Context: an optimization exercise on an open-source flow, tuned for small area and a short achievable clock period. The choices shown serve that exercise and are no tape-out recipe.
Only simulation tests tie the RTL to the original design; equivalence was not proved.
Power is estimated from default activity; no workload was simulated.

**flow/design.v**
```verilog
package async_fifo_pkg;
    localparam int DATA_W = 8;
    localparam int ADDR_W = 8;
endpackage
module async_fifo_sync2 #(
    parameter int DEPTH = 3
) (
    input  logic i_clk,
    input  logic i_rst_n,
    input  logic i_d,
    output logic o_q
);
    logic [DEPTH-1:0] r_hist;
    always_ff @(posedge i_clk or negedge i_rst_n) begin
        if (!i_rst_n) r_hist <= '0;
        else          r_hist <= {r_hist[DEPTH-2:0], i_d};
    end
    assign o_q = r_hist[DEPTH-1];
endmodule
module async_fifo (
    input  logic       clk,
    input  logic       rst_n,
    input  logic       winc,
    input  logic [7:0] wdata,
    output logic       wfull,
    output logic       half_full,
    input  logic       rinc,
    output logic [7:0] rdata,
    output logic       rempty,
    output logic       half_empty
);
    logic [7:0]  r_mem [4][64];
    logic [15:0] r_wlo_n;       
    logic [15:0] r_whi_n;       
    logic [3:0]  r_rbank;       
    logic [7:0]  r_rlo [4];     
    logic [7:0]  r_rhi [4];     
    logic [7:0]  r_win [4][2];  
    logic [3:0]  r_whalf;       
    logic [8:0]  r_lw;
    logic [8:0]  r_lr;
    logic        r_wfull;       
    logic        r_full_i;      
    logic        r_half_full;
    logic        r_nempty;      
    logic        r_empty_i;     
    logic        r_nhalf_empty;
    logic [7:0]  r_rdata;
    logic        w_push;
    logic        w_pop;
    logic        w_pop3;        
    logic        w_push3;       
    logic [8:0]  w_lw_inc;
    logic [8:0]  w_lw_dec;
    logic [8:0]  w_lr_inc;
    logic [8:0]  w_lr_dec;
    logic        w_full_next;
    logic        w_hfull_next;
    logic        w_empty_next;
    logic        w_hempty_next;
    logic [8:0]  w_lw_next;
    logic [8:0]  w_lr_next;
    logic [15:0] w_wsel_hi_n;   
    logic [3:0]  w_head;        
    logic [7:0]  w_win [4][2];
    logic [7:0]  w_rdata;
    async_fifo_sync2 #(.DEPTH(3)) u_pop_hist (
        .i_clk (clk), .i_rst_n (rst_n), .i_d (w_pop), .o_q (w_pop3)
    );
    async_fifo_sync2 #(.DEPTH(3)) u_push_hist (
        .i_clk (clk), .i_rst_n (rst_n), .i_d (w_push), .o_q (w_push3)
    );
    always_comb begin
        w_push    = winc & ~r_full_i;
        w_lw_inc  = r_lw + 9'd1;
        w_lw_dec  = r_lw - 9'd1;
        if (w_push && !w_pop3)      w_lw_next = w_lw_inc;
        else if (!w_push && w_pop3) w_lw_next = w_lw_dec;
        else                        w_lw_next = r_lw;
        w_full_next = (r_lw == 9'd256 && w_push == w_pop3) ||
                      (r_lw == 9'd255 && w_push && !w_pop3);
        w_hfull_next = (r_lw[8] | r_lw[7]) ? !(r_lw == 9'd128 && !w_push && w_pop3)
                                           : (r_lw == 9'd127 && w_push && !w_pop3);
        w_wsel_hi_n = r_whi_n | {16{r_full_i}};
    end
    always_ff @(posedge clk or negedge rst_n) begin
        if (!rst_n) begin
            r_wlo_n     <= ~16'd1;
            r_whi_n     <= ~16'd1;
            r_lw        <= '0;
            r_wfull     <= 1'b0;
            r_full_i    <= 1'b0;
            r_half_full <= 1'b0;
        end else begin
            if (w_push) begin
                r_wlo_n <= {r_wlo_n[14:0], r_wlo_n[15]};
                if (!r_wlo_n[15]) r_whi_n <= {r_whi_n[14:0], r_whi_n[15]};
            end
            r_lw        <= w_lw_next;
            r_wfull     <= w_full_next;
            r_full_i    <= (w_lw_next == 9'd256);
            r_half_full <= w_hfull_next;
        end
    end
    always_ff @(posedge clk) begin
        for (int e = 0; e < 256; e++) begin
            if (!w_wsel_hi_n[e >> 4] && !r_wlo_n[e & 15]) r_mem[e & 3][e >> 2] <= wdata;
        end
    end
    always_comb begin
        w_pop     = rinc & ~r_empty_i;
        w_lr_inc  = r_lr + 9'd1;
        w_lr_dec  = r_lr - 9'd1;
        if (w_push3 && !w_pop)      w_lr_next = w_lr_inc;
        else if (!w_push3 && w_pop) w_lr_next = w_lr_dec;
        else                        w_lr_next = r_lr;
        w_empty_next = (r_lr == 9'd0 && w_push3 == w_pop) ||
                       (r_lr == 9'd1 && !w_push3 && w_pop);
        w_hempty_next = (r_lr[8] | r_lr[7]) ? (r_lr == 9'd128 && !w_push3 && w_pop)
                                            : !(r_lr == 9'd127 && w_push3 && !w_pop);
        w_head    = w_pop ? {r_rbank[2:0], r_rbank[3]} : r_rbank;
    end
    always_ff @(posedge clk or negedge rst_n) begin
        if (!rst_n) begin
            r_rbank      <= 4'd1;
            for (int b = 0; b < 4; b++) begin
                r_rlo[b] <= 8'd1;
                r_rhi[b] <= 8'd1;
            end
            r_lr         <= '0;
            r_nempty      <= 1'b0;
            r_empty_i     <= 1'b1;
            r_nhalf_empty <= 1'b0;
        end else begin
            if (w_pop) begin
                r_rbank <= {r_rbank[2:0], r_rbank[3]};
                for (int b = 0; b < 4; b++) begin
                    if (r_rbank[b]) begin
                        r_rlo[b] <= {r_rlo[b][6:0], r_rlo[b][7]};
                        if (r_rlo[b][7]) r_rhi[b] <= {r_rhi[b][6:0], r_rhi[b][7]};
                    end
                end
            end
            r_lr         <= w_lr_next;
            r_nempty      <= ~w_empty_next;
            r_empty_i     <= w_empty_next;
            r_nhalf_empty <= ~w_hempty_next;
        end
    end
    always_comb begin
        for (int b = 0; b < 4; b++) begin
            for (int h = 0; h < 2; h++) begin
                w_win[b][h] = '0;
                for (int j = 0; j < 32; j++) begin
                    w_win[b][h] = w_win[b][h] |
                        (r_mem[b][32*h + j] & {8{r_rhi[b][4*h + (j >> 3)] & r_rlo[b][j & 7]}});
                end
            end
        end
        w_rdata = '0;
        for (int b = 0; b < 4; b++) begin
            w_rdata = w_rdata | ((r_whalf[b] ? r_win[b][1] : r_win[b][0]) & {8{w_head[b]}});
        end
    end
    always_ff @(posedge clk) begin
        for (int b = 0; b < 4; b++) begin
            r_win[b][0] <= w_win[b][0];
            r_win[b][1] <= w_win[b][1];
            r_whalf[b]  <= |r_rhi[b][7:4];
        end
        r_rdata <= w_rdata;
    end
    assign rdata      = r_rdata;
    assign wfull      = r_wfull;
    assign half_full  = r_half_full;
    assign rempty     = ~r_nempty;
    assign half_empty = ~r_nhalf_empty;
endmodule
module async_fifo_1clk (
    input  logic       clk,
    input  logic       rst_n,
    input  logic       winc,
    input  logic [7:0] wdata,
    output logic       wfull,
    output logic       half_full,
    input  logic       rinc,
    output logic [7:0] rdata,
    output logic       rempty,
    output logic       half_empty
);
    async_fifo u_fifo (
        .clk        (clk),
        .rst_n      (rst_n),
        .winc       (winc),
        .wdata      (wdata),
        .wfull      (wfull),
        .half_full  (half_full),
        .rinc       (rinc),
        .rdata      (rdata),
        .rempty     (rempty),
        .half_empty (half_empty)
    );
endmodule
```
**flow/run.sh**
```bash
#!/bin/bash
# synth_recipe.tcl (not shown) runs the flow's synth.tcl, then flattens the netlist and writes it again
# the make line also repeats each setting of config.mk as NAME=value (left out here)
make -C /OpenROAD-flow-scripts/flow DESIGN_CONFIG=/design/flow/config.mk WORK_HOME=/design/flow/orfs CLKGATE_MAP_FILE= SYNTH_SCRIPT=/design/flow/synth_recipe.tcl finish
```
**flow/config.mk**
```make
export PLATFORM = sky130hd
export DESIGN_NAME = async_fifo_1clk
export DESIGN_NICKNAME = async_fifo_1clk
export VERILOG_FILES = /design/flow/design.v
export SDC_FILE = /design/flow/constraint.sdc
export NUM_CORES = 4
export LEC_CHECK = 0
export CAP_MARGIN = 20
export CORE_MARGIN = 2
export CORE_UTILIZATION = 45
export CTS_CLUSTER_DIAMETER = 100
export CTS_CLUSTER_SIZE = 25
export SETUP_SLACK_MARGIN = 3.5
export SLEW_MARGIN = 20
export TNS_END_PERCENT = 10
```
**flow/constraint.sdc**
```tcl
create_clock -name core_clock -period 6.0 [get_ports {clk}]
set_input_delay 1.2000 -clock core_clock [delete_from_list [all_inputs] [get_ports {clk}]]
set_output_delay 1.2000 -clock core_clock [all_outputs]
set_load 0.01 [all_outputs]
```
==> results of run 1 <==
registers in the layout (all words and copies together) (netlist names):
| signal | cells |
|---|---|
| u_fifo.r_empty_i | 1 |
| u_fifo.r_full_i | 1 |
| u_fifo.r_half_full | 1 |
| u_fifo.r_lr | 9 |
| u_fifo.r_lw | 9 |
| u_fifo.r_mem | 2048 |
| u_fifo.r_nempty | 1 |
| u_fifo.r_nhalf_empty | 1 |
| u_fifo.r_rbank | 4 |
| u_fifo.r_rdata | 8 |
| u_fifo.r_rhi | 32 |
| u_fifo.r_rlo | 32 |
| u_fifo.r_wfull | 1 |
| u_fifo.r_whalf | 4 |
| u_fifo.r_whi_n | 16 |
| u_fifo.r_win | 64 |
| u_fifo.r_wlo_n | 16 |
| u_fifo.u_pop_hist.r_hist | 3 |
| u_fifo.u_push_hist.r_hist | 3 |
power by group through the flow:
stage / sequential [uW] / clock [uW] / combinational, uW
floorplan: 18700 / 0 / 373
global placement: 18800 / 0 / 736
detailed placement: 18800 / 0 / 756
CTS: 18500 / 8170 / 764
global route: 18600 / 8680 / 827
finish: 18500 / 8080 / 761
metrics by stage:
step	utilization [%]	cell area, um^2	setup slack [ps]	power, uW
3_5_place_dp	46.71	86430	1929	19580
4_1_cts	48.39	89530	3293	27400
3_3_place_gp	46.70	86410	1957	19520
5_1_grt	48.47	89690	3271	28080
2_1_floorplan	-	83740	2893	19040
6_report	48.48	89700	3333	27320
layout make-up:
class | count | area (um^2) | share of cell area (%)
tap | 2480 | 3103 | 3.459
timing repair buffer | 132 | 1241 | 1.384
antenna | 1 | 2.502 | 0.002790
sequential | 2254 | 66420 | 74.05
clock inverter | 9 | 108.9 | 0.1214
multi-input combinational | 2275 | 15780 | 17.59
inverter | 54 | 205.2 | 0.2288
clock buffer | 175 | 2836 | 3.162
path summary, 6_finish.rpt:
check	start	slack (ps)	endpoint	depth (start not counted)
setup / recovery	u_fifo.r_half_full	3330	half_full	1
hold / removal	u_fifo.u_pop_hist.r_hist[1]	360	u_fifo.u_pop_hist.r_hist[2]	0
setup reg to reg	u_fifo.r_full_i	3390	u_fifo.r_mem[190][7]	3
hold reg to reg	u_fifo.u_pop_hist.r_hist[1]	360	u_fifo.u_pop_hist.r_hist[2]	0
max in group asynchronous	rst_n	4290	u_fifo.r_rlo[3][4]	2
min in group asynchronous	rst_n	470	u_fifo.r_rhi[1][2]	1
cell usage after synthesis, types with 7 or more instances:
cell type / n
buf_1: 64
a21oi_1: 45
nor3_1: 7
a222oi_1: 153
dfrtp_1: 90
a22o_1: 338
a22oi_1: 599
and3_1: 10
o21ai_0: 20
edfxtp_1: 2048
xor2_1: 7
or2_2: 16
mux2_2: 69
nor2b_1: 8
buf_2: 38
or2_1: 8
nand3_1: 143
o22ai_1: 23
dfstp_2: 40
clkbuf_1: 280
mux2i_1: 33
nand2_1: 297
ha_1: 11
nand4_1: 61
inv_1: 51
dfxtp_1: 76
a221oi_1: 51
nor2_1: 271
per-layer routing:
metal	vias to the layer above	wire length [um]	global-route usage, %
met5	-	0	0
met4	0	6425	6.306
li1	19729	-	-
met3	274	19340	3.722
met2	2221	110300	37.94
met1	24733	98080	34.90
timing repair:
action,in CTS,in global routing
setup endpoints to repair,536,675
pin swaps,1,7
setup buffers,5,5
cloned,0,0
resized for setup,104,25
logic make-up after synthesis:
logic type	synth area share, %
compound gates	12.47
simple gates	4.545
fa+ha+maj	0.1644
buf+inv	2.057
mux	1.323
xor+xnor	0.1944
flops	79.25
==> results.cfg, run 1 <==
[final_layout]
syn2layout_area_growth_pct = 7.176
layout_commonest_cell = edfxtp_1
most-common-layout-cells = edfxtp_1, a22oi_1, a22o_1, nand2_1, nor2_1
fillers = 15482
fin_cells = 7380
nNetsFinal = 4841
drive_above_1_share_pct = 9.349

[floorplanning]
start_util_pct = 45.23
io_pins = 24
core_region_area_um2 = 185000
die_w_um = 435.3
die_y_um = 435.3
design.die.area_um2 = 189400
rows = 158

[timing]
period_minus_slack_ps = 2667
slew_headroom_pct = 20.92
setup_tns_ps = 0
clock_skew_ps = 66.17
worst_slew_pin_slew_ps = 1182
finalHoldViolations = 0
holdWs_ps = 361.0
final_max_slew_viol_count = 0
fin_crit_sh_pct = 44.45
rsz0062_at_grt = true
fmax_mhz = 374.9
setup_viol = 0

[place]
hpwl_um = 134100
io_buffer_count = 23
placed_cells = 7183
gp_congestion = 0.8273

[worst_hold_path]
hold_class = flop to flop

[worst_setup_path]
arrival_ps = 1470
worstPathRequired_ps = 4800
cp_num_buf_inv = 1
critPathTopFamily = flip-flops
crit_path_end_kind = output pin
slowest_delay_ps = 510
critPathLaunchType = flop
path_cells = buf_6
crit_type = flop to output pin
cp_max_fo = 1
critPathSlowestCell = dfrtp_2

[synthesis]
ys_seq_elements = 2254
yosysUniqueCellTypes = 74
synthFlopType = edfxtp_1
yosys.area.top_type = edfxtp_1
ys_seq_area_share_pct = 79.25
avgSynthCellArea_um2 = 16.84
synth_top_area_share_pct = 73.48
yosysWarnings = 7
synth_nets = 4992
async_flop_share_pct = 5.768
synth.area.top_cells = edfxtp_1, a22oi_1, a22o_1
synthesis.area_um2 = 83690
synth_edf_count = 2048
syn-instance-count = 4969

[detailed_routing]
dr.pass1.iters = 9
avgViaCountPerCell = 6.363
num_vias = 46957
drc_errors = 0
ant_nets = 0
wirelength_um = 234200
wire_per_inst_um = 31.73
first_iter_violations = 7111

[pwr]
internal_power_uw = 21550
power_density_nw_per_um2 = 304.6
p_seq_share_pct = 67.6
pwr-share-clk_pct = 29.6
p_leak_uw = 0.03170
peakVddDrop_mv = 0.2954
p_sw_share_pct = 21.11
comb_power_share_pct = 2.8
p_switching_uw = 5768

[clock_network]
cts_root_buffer = clkbuf_16
cts_hold_buf = 0
h-tree-depth = 3
cts_sinks = 2254
cts.reportedPaths.clkPinSlew_ps = 110
insertion_delay_ps = 800
cts_tree = built
cts_buffers = 101
cts_max_path_buffers = 3

[global_route]
antenna_found_initial = 2
overflow = 0
grt_max_degree = 157
grt_usage_pct = 24.01
grt_pass1_wl_um = 334700
grt_pass1_vias = 44891

[run_status]
status = finished clean

[flow_run]
maxCapViolations = 0
==> inputs of run 2 (changes only) <==
--- a/flow/config.mk
+++ b/flow/config.mk
@@ -12,4 +12,3 @@
 export CTS_CLUSTER_SIZE = 25
 export SETUP_SLACK_MARGIN = 3.5
 export SLEW_MARGIN = 20
-export TNS_END_PERCENT = 10
==> run 2 against run 1 <==
Compared with the run above: still clean; combinational power grew 2.6%; sequential share of layout area shrank 0.076 points; total power grew 0.14%; sequential power is essentially flat; largest power group unchanged.
==> results.cfg, run 2 <==
[synthesis]
yosysUniqueCellTypes = 74
ys_seq_area_share_pct = 79.25
synth_top_area_share_pct = 73.48
synth_edf_count = 2048
yosysMostFrequentCell = edfxtp_1
avgSynthCellArea_um2 = 16.84
synth.area.top_cells = edfxtp_1, a22oi_1, a22o_1
syn-instance-count = 4969
async_flop_share_pct = 5.768
synth_nets = 4992
yosys.area.top_type = edfxtp_1
synthFlopType = edfxtp_1
yosys-top-cells-count = edfxtp_1, a22oi_1, a22o_1, nand2_1, clkbuf_1
ys_seq_elements = 2254
yosysWarnings = 7
synthesis.area_um2 = 83690

[worst_setup_path]
critPathSlowestCell = dfrtp_2
cp_num_buf_inv = 1
r2r-end = u_fifo.r_mem[69][5]
critPathTopFamily = flip-flops
slowest_delay_ps = 510
path_cells = buf_6
crit_path_end_kind = output pin
critPathLaunchType = flop
worstPathRequired_ps = 4800
r2r_cells = 3
timing.rr.start = u_fifo.r_full_i
regToRegSetupSlack_ps = 3480
arrival_ps = 1460
cp_max_fo = 1
crit_type = flop to output pin

[timing]
setup_viol = 0
fin_crit_sh_pct = 44.34
clock_skew_ps = 43.41
slew_headroom_pct = 19.13
fmax_mhz = 375.9
setup_tns_ps = 0
worst_slew_pin_slew_ps = 1213
rsz0062_at_grt = true
finalHoldViolations = 0
final_max_slew_viol_count = 0
period_minus_slack_ps = 2661

[final_layout]
regMostFlops = u_fifo.r_mem
fin_cells = 7371
nNetsFinal = 4832
drive_above_1_share_pct = 9.536
reg_top3 = u_fifo.r_mem: 2048 flops, u_fifo.r_win: 64 flops
fillers = 15484
layout_commonest_cell = edfxtp_1
syn2layout_area_growth_pct = 7.312
most-common-layout-cells = edfxtp_1, a22oi_1, a22o_1, nand2_1, nor2_1
largest_reg_flops = 2048

[floorplanning]
die_y_um = 435.3
start_util_pct = 45.23
rows = 158
core_region_area_um2 = 185000
io_pins = 24
design.die.area_um2 = 189400
die_w_um = 435.3

[clock_network]
h-tree-depth = 3
insertion_delay_ps = 790
cts_max_path_buffers = 3
cts_sinks = 2254
cts.reportedPaths.clkPinSlew_ps = 100
cts_root_buffer = clkbuf_16
cts_buffers = 100
cts_tree = built

[global_route]
antenna_found_initial = 4
grt_usage_pct = 23.84
overflow = 0
grt_pass1_vias = 44775
grt_max_degree = 144
grt_pass1_wl_um = 331600

[detailed_routing]
wire_per_inst_um = 31.73
num_vias = 46907
drc_errors = 0
first_iter_violations = 6636
ant_nets = 0
avgViaCountPerCell = 6.364
dr.pass1.iters = 9
wirelength_um = 233800

[worst_hold_path]
hold_class = flop to flop
hold_path_startpoint = u_fifo.u_push_hist.r_hist[0]
holdPathEnd = u_fifo.u_push_hist.r_hist[1]
hold_depth = 0

[run_status]
status = finished clean

[pwr]
p_leak_uw = 0.03171
power_density_nw_per_um2 = 304.6
peakVddDrop_mv = 0.3251

[place]
io_buffer_count = 23
gp_congestion = 0.8181
placed_cells = 7171
hpwl_um = 132300

[flow_run]
maxCapViolations = 0
run 2: cell types whose count changed in the layout (fill, tap and decap cells not counted), sizes merged:
| cell | previous run | this run |
|---|---|---|
| inv | 58 | 54 |
| dlygate4sd2 | 1 | 0 |
| dlymetal6s2s | 0 | 1 |
| diode | 1 | 4 |
| buf | 131 | 123 |
run 2: metal layers:
| layer | up-vias | track usage (%) | wire length, um |
|---|---|---|---|
| met2 | 2401 | 38.07 | 111300 |
| met3 | 324 | 3.557 | 19680 |
| li1 | 19716 | - | - |
| met5 | - | 0 | 13 |
| met4 | 2 | 6.860 | 7201 |
| met1 | 24464 | 34.14 | 95670 |
run 2: repair_timing:
item | in CTS | in global routing
hold endpoints to repair | 0 | 0
setup endpoints to repair | 444 | 165
pin swaps | 6 | 5
buffers inserted | 7 | 7
gates resized for setup | 122 | 35
gates cloned | 0 | 0
hold buffers | 0 | 0
run 2: layout make-up:
type,instances,area [um^2],share of cell area [%]
inverter,54,207.7,0.2313
multi-input combinational,2275,15840,17.64
timing repair buffer,124,1262,1.406
clock buffer,175,2879,3.206
tap,2480,3103,3.455
antenna,4,10.01,0.01115
sequential,2254,66440,73.97
clock inverter,5,71.32,0.07941
run 2: power by group:
part | switching, uW | internal [uW] | total (uW)
combinational | 588 | 193 | 781
clock | 4800 | 3310 | 8100
sequential | 383 | 18100 | 18500
total | 5770 | 21600 | 27400
run 2: stage by stage:
step	instance area (um^2)	utilization (%)	setup slack, ps	hold WS (ps)	total power, uW
detailed placement	86410	46.70	1985	337.0	19580
global route	89810	48.53	3304	364.1	28060
floorplan	83770	-	2893	331.2	19050
CTS	89580	48.41	3307	360.2	27390
finish	89810	48.54	3340	359.5	27360
global placement	86400	46.69	2066	331.2	19530
run 2: cells by family after synthesis:
group | Yosys count | synth area share [%]
adder cells (fa/ha/maj) | 11 | 0.1644
AND/OR/NAND/NOR | 856 | 4.545
AO/OA/AOI/OAI | 1290 | 12.47
flip-flops | 2254 | 79.25
multiplexers | 102 | 1.323
XOR/XNOR | 16 | 0.1944
buffers and inverters | 440 | 2.057
run 2: worst register-to-register path, stage by stage (launching register included):
cell,delay (ps)
dfrtp_2,420
buf_2,170
or2_2,610
nor2_1,940
run 2: worst max-delay path by stage:
stage | depth (start not counted) | start | end
after global placement | 9 | winc | u_fifo.r_full_i
final | 1 | u_fifo.r_wfull | wfull
after detailed placement | 9 | winc | u_fifo.r_full_i
after global routing | 1 | u_fifo.r_wfull | wfull
after floorplan | 11 | winc | u_fifo.r_full_i
after CTS | 1 | u_fifo.r_wfull | wfull
==> inputs of run 3 (changes only) <==
--- a/flow/config.mk
+++ b/flow/config.mk
@@ -5,10 +5,10 @@
 export SDC_FILE = /design/flow/constraint.sdc
 export NUM_CORES = 4
 export LEC_CHECK = 0
-export CAP_MARGIN = 20
+export CAP_MARGIN = 10
 export CORE_MARGIN = 2
 export CORE_UTILIZATION = 45
 export CTS_CLUSTER_DIAMETER = 100
 export CTS_CLUSTER_SIZE = 25
 export SETUP_SLACK_MARGIN = 3.5
-export SLEW_MARGIN = 20
+export SLEW_MARGIN = 10
==> run 3 against run 2 <==
Compared with the run above: still clean; clock power grew 0.7%; cell count is essentially flat; count of clock-buffer cells in the layout grew 1; non-clock buffer count shrank 1; sequential power barely moved; critical path depth unchanged; clock skew down 4.0 ps; critical endpoint unchanged.
==> results.cfg, run 3 <==
[synthesis]
ys_seq_elements = 2254
synthFlopType = edfxtp_1
yosys-top-cells-count = edfxtp_1, a22oi_1, a22o_1, nand2_1, clkbuf_1
yosysUniqueCellTypes = 74
yosysWarnings = 7
synthesis.area_um2 = 83690
avgSynthCellArea_um2 = 16.84
yosys.area.top_type = edfxtp_1
synth_top_area_share_pct = 73.48
synth_edf_count = 2048
ys_seq_area_share_pct = 79.25
yosysMostFrequentCell = edfxtp_1
syn-instance-count = 4969
synth_nets = 4992
synth.area.top_cells = edfxtp_1, a22oi_1, a22o_1
async_flop_share_pct = 5.768

[detailed_routing]
drc_errors = 0
num_vias = 46950
first_iter_violations = 6653
wirelength_um = 234300
wire_per_inst_um = 31.79
dr.pass1.iters = 7
avgViaCountPerCell = 6.370
ant_nets = 0

[floorplanning]
io_pins = 24
die_y_um = 435.3
die_w_um = 435.3
design.die.area_um2 = 189400
core_region_area_um2 = 185000
start_util_pct = 45.23
rows = 158

[timing]
period_minus_slack_ps = 2659
setup_tns_ps = 0
finalHoldViolations = 0
slew_headroom_pct = 19.87
clock_skew_ps = 39.37
fmax_mhz = 376.1
rsz0062_at_grt = true
fin_crit_sh_pct = 44.31
setup_viol = 0
final_max_slew_viol_count = 0
worst_slew_pin_slew_ps = 1198

[worst_setup_path]
cp-startpoint = u_fifo.r_wfull
critPathLaunchType = flop
cp_num_buf_inv = 1
setup.worst_path.end = wfull
crit_path_end_kind = output pin
path_cells = buf_6
critPathTopFamily = flip-flops
crit_type = flop to output pin
worstPathRequired_ps = 4800
critical_path_depth = 1
critPathSlowestCell = dfrtp_2
r2r_cells = 3
arrival_ps = 1460
cp_max_fo = 1
timing.rr.start = u_fifo.r_full_i
slowest_delay_ps = 510
r2r-end = u_fifo.r_mem[143][7]
regToRegSetupSlack_ps = 3350

[clock_network]
cts_root_buffer = clkbuf_16
cts_tree = built
h-tree-depth = 3
cts_hold_buf = 0
cts_max_path_buffers = 3
cts_sinks = 2254
cts_buffers = 100
insertion_delay_ps = 790
cts.reportedPaths.clkPinSlew_ps = 100

[final_layout]
largest_reg_flops = 2048
fillers = 15504
most-common-layout-cells = edfxtp_1, a22oi_1, a22o_1, nand2_1, nor2_1
layout_commonest_cell = edfxtp_1
drive_above_1_share_pct = 9.536
nNetsFinal = 4831
reg_top3 = u_fifo.r_mem: 2048 flops, u_fifo.r_win: 64 flops
post-route-util_pct = 48.58
syn2layout_area_growth_pct = 7.399
regMostFlops = u_fifo.r_mem

[place]
hpwl_um = 132300
io_buffer_count = 23
gp_congestion = 0.8181

[global_route]
grt_pass1_wl_um = 332300
overflow = 0
grt_pass1_vias = 44669
grt_usage_pct = 23.86
antenna_found_initial = 5
grt_max_degree = 144

[pwr]
comb_power_share_pct = 2.8
pwr-share-clk_pct = 29.8
internal_power_uw = 21660
p_seq_share_pct = 67.4
power_density_nw_per_um2 = 304.9
peakVddDrop_mv = 0.3265
p_leak_uw = 0.03173
p_switching_uw = 5752
p_sw_share_pct = 20.99

[flow_run]
maxCapViolations = 0

[worst_hold_path]
hold_class = flop to flop
hold_depth = 0

[run_status]
status = finished clean
[run 3: how the worst min path moves through the flow]
stage          slack (ps)                    startpoint                      endpoint
2_1_floorplan         330   u_fifo.u_pop_hist.r_hist[0]   u_fifo.u_pop_hist.r_hist[1]
3_3_place_gp          330   u_fifo.u_pop_hist.r_hist[0]   u_fifo.u_pop_hist.r_hist[1]
3_5_place_dp          340  u_fifo.u_push_hist.r_hist[0]  u_fifo.u_push_hist.r_hist[1]
4_1_cts               360  u_fifo.u_push_hist.r_hist[0]  u_fifo.u_push_hist.r_hist[1]
5_1_grt               360  u_fifo.u_push_hist.r_hist[0]  u_fifo.u_push_hist.r_hist[1]
6_report              360   u_fifo.u_pop_hist.r_hist[0]   u_fifo.u_pop_hist.r_hist[1]
[run 3: routing by layer]
metal  GRT usage (%)  vias up  part of all wire [%]
met2           38.24     2374                    48
met4           6.480        2                   2.9
met3           3.526      290                   8.5
met1           34.21    24579                    41
li1                -    19705                     -
met5               0        -                0.0055
[run 3: layout make-up]
class | count | area [um^2] | area share [%]
antenna | 3 | 7.507 | 0.008352
clock buffer | 176 | 2904 | 3.231
clock inverter | 5 | 90.09 | 0.1002
inverter | 54 | 205.2 | 0.2283
multi-input combinational | 2275 | 15850 | 17.64
sequential | 2254 | 66440 | 73.91
tap | 2480 | 3103 | 3.452
timing repair buffer | 123 | 1287 | 1.432
[run 3: power groups by stage]
stage          Sequential (uW)  Combinational (uW)  Clock (uW)
6_report                 18500                 776        8160
5_1_grt                  18600                 843        8720
4_1_cts                  18500                 771        8230
3_5_place_dp             18800                 768           0
3_3_place_gp             18800                 749           0
2_1_floorplan            18700                 379           0
[run 3: cells by family (layout without fill, tap and decap cells)]
logic type / after synthesis / in the layout / share of synthesized area (%)
flops: 2254 / 2254 / 79.25
compound gates: 1290 / 1290 / 12.47
simple gates: 856 / 856 / 4.545
buf+inv: 440 / 358 / 2.057
mux: 102 / 102 / 1.323
xor+xnor: 16 / 16 / 0.1944
fa+ha+maj: 11 / 11 / 0.1644
other cells: 0 / 3 / 0
[run 3: repair_timing]
action / CTS / global route
setup endpoints to repair: 514 / 189
setup buffers: 4 / 11
resized for setup: 131 / 32
pin swaps: 5 / 4
[run 3: worst reg2reg max path, stage by stage, from the launching register on]
cell and delay [ps]:
dfrtp_2 490, buf_2 200, or2_2 620, nor2_1 960
[run 3: per-stage QoR]
stage	power, uW	cells	instance area [um^2]	hold WS (ps)	setup WS, ps
after floorplan	19050	4969	83770	331.2	2893
after global routing	28130	7368	89880	364.0	3287
final	27410	7370	89880	360.8	3341
after global placement	19530	7171	86400	331.2	2066
after detailed placement	19590	7171	86400	337.0	1973
after CTS	27460	7356	89600	360.1	3302

## what the ideal ports hide
How much do the figures lean on ideal ports? The routed layouts below were timed once more, with nothing changed but the port constraints. Step 1, drivers: a clkbuf_16 drives clk and a buf_2 each remaining input, both assumed. Step 2, shift: input delay + t, output delay - t, t = (earliest + latest rising clock arrival at the registers) / 2. This alone moves slack from input paths to output paths. Three values: ideal, step 1, step 2; two values: the first two.
run | t (ns) | setup slack, ns | clock arrival spread, ns | worst data-port slew with drivers (ns) | cell pins on the clock port's net
run 1 | 0.857 | 3.333 / 3.247 / 2.721 | 0.066 / 0.066 | 0.19 | 1
run 2 | 0.855 | 3.339 / 3.254 / 2.807 | 0.045 / 0.045 | 0.13 | 1
run 3 | 0.856 | 3.341 / 3.256 / 2.755 | 0.041 / 0.042 | 0.15 | 1
After both steps setup and hold are still met in every run listed. For run 1, which loses most, drivers alone change the setup slack by -0.086 ns; drivers and shift together by -0.612 ns.
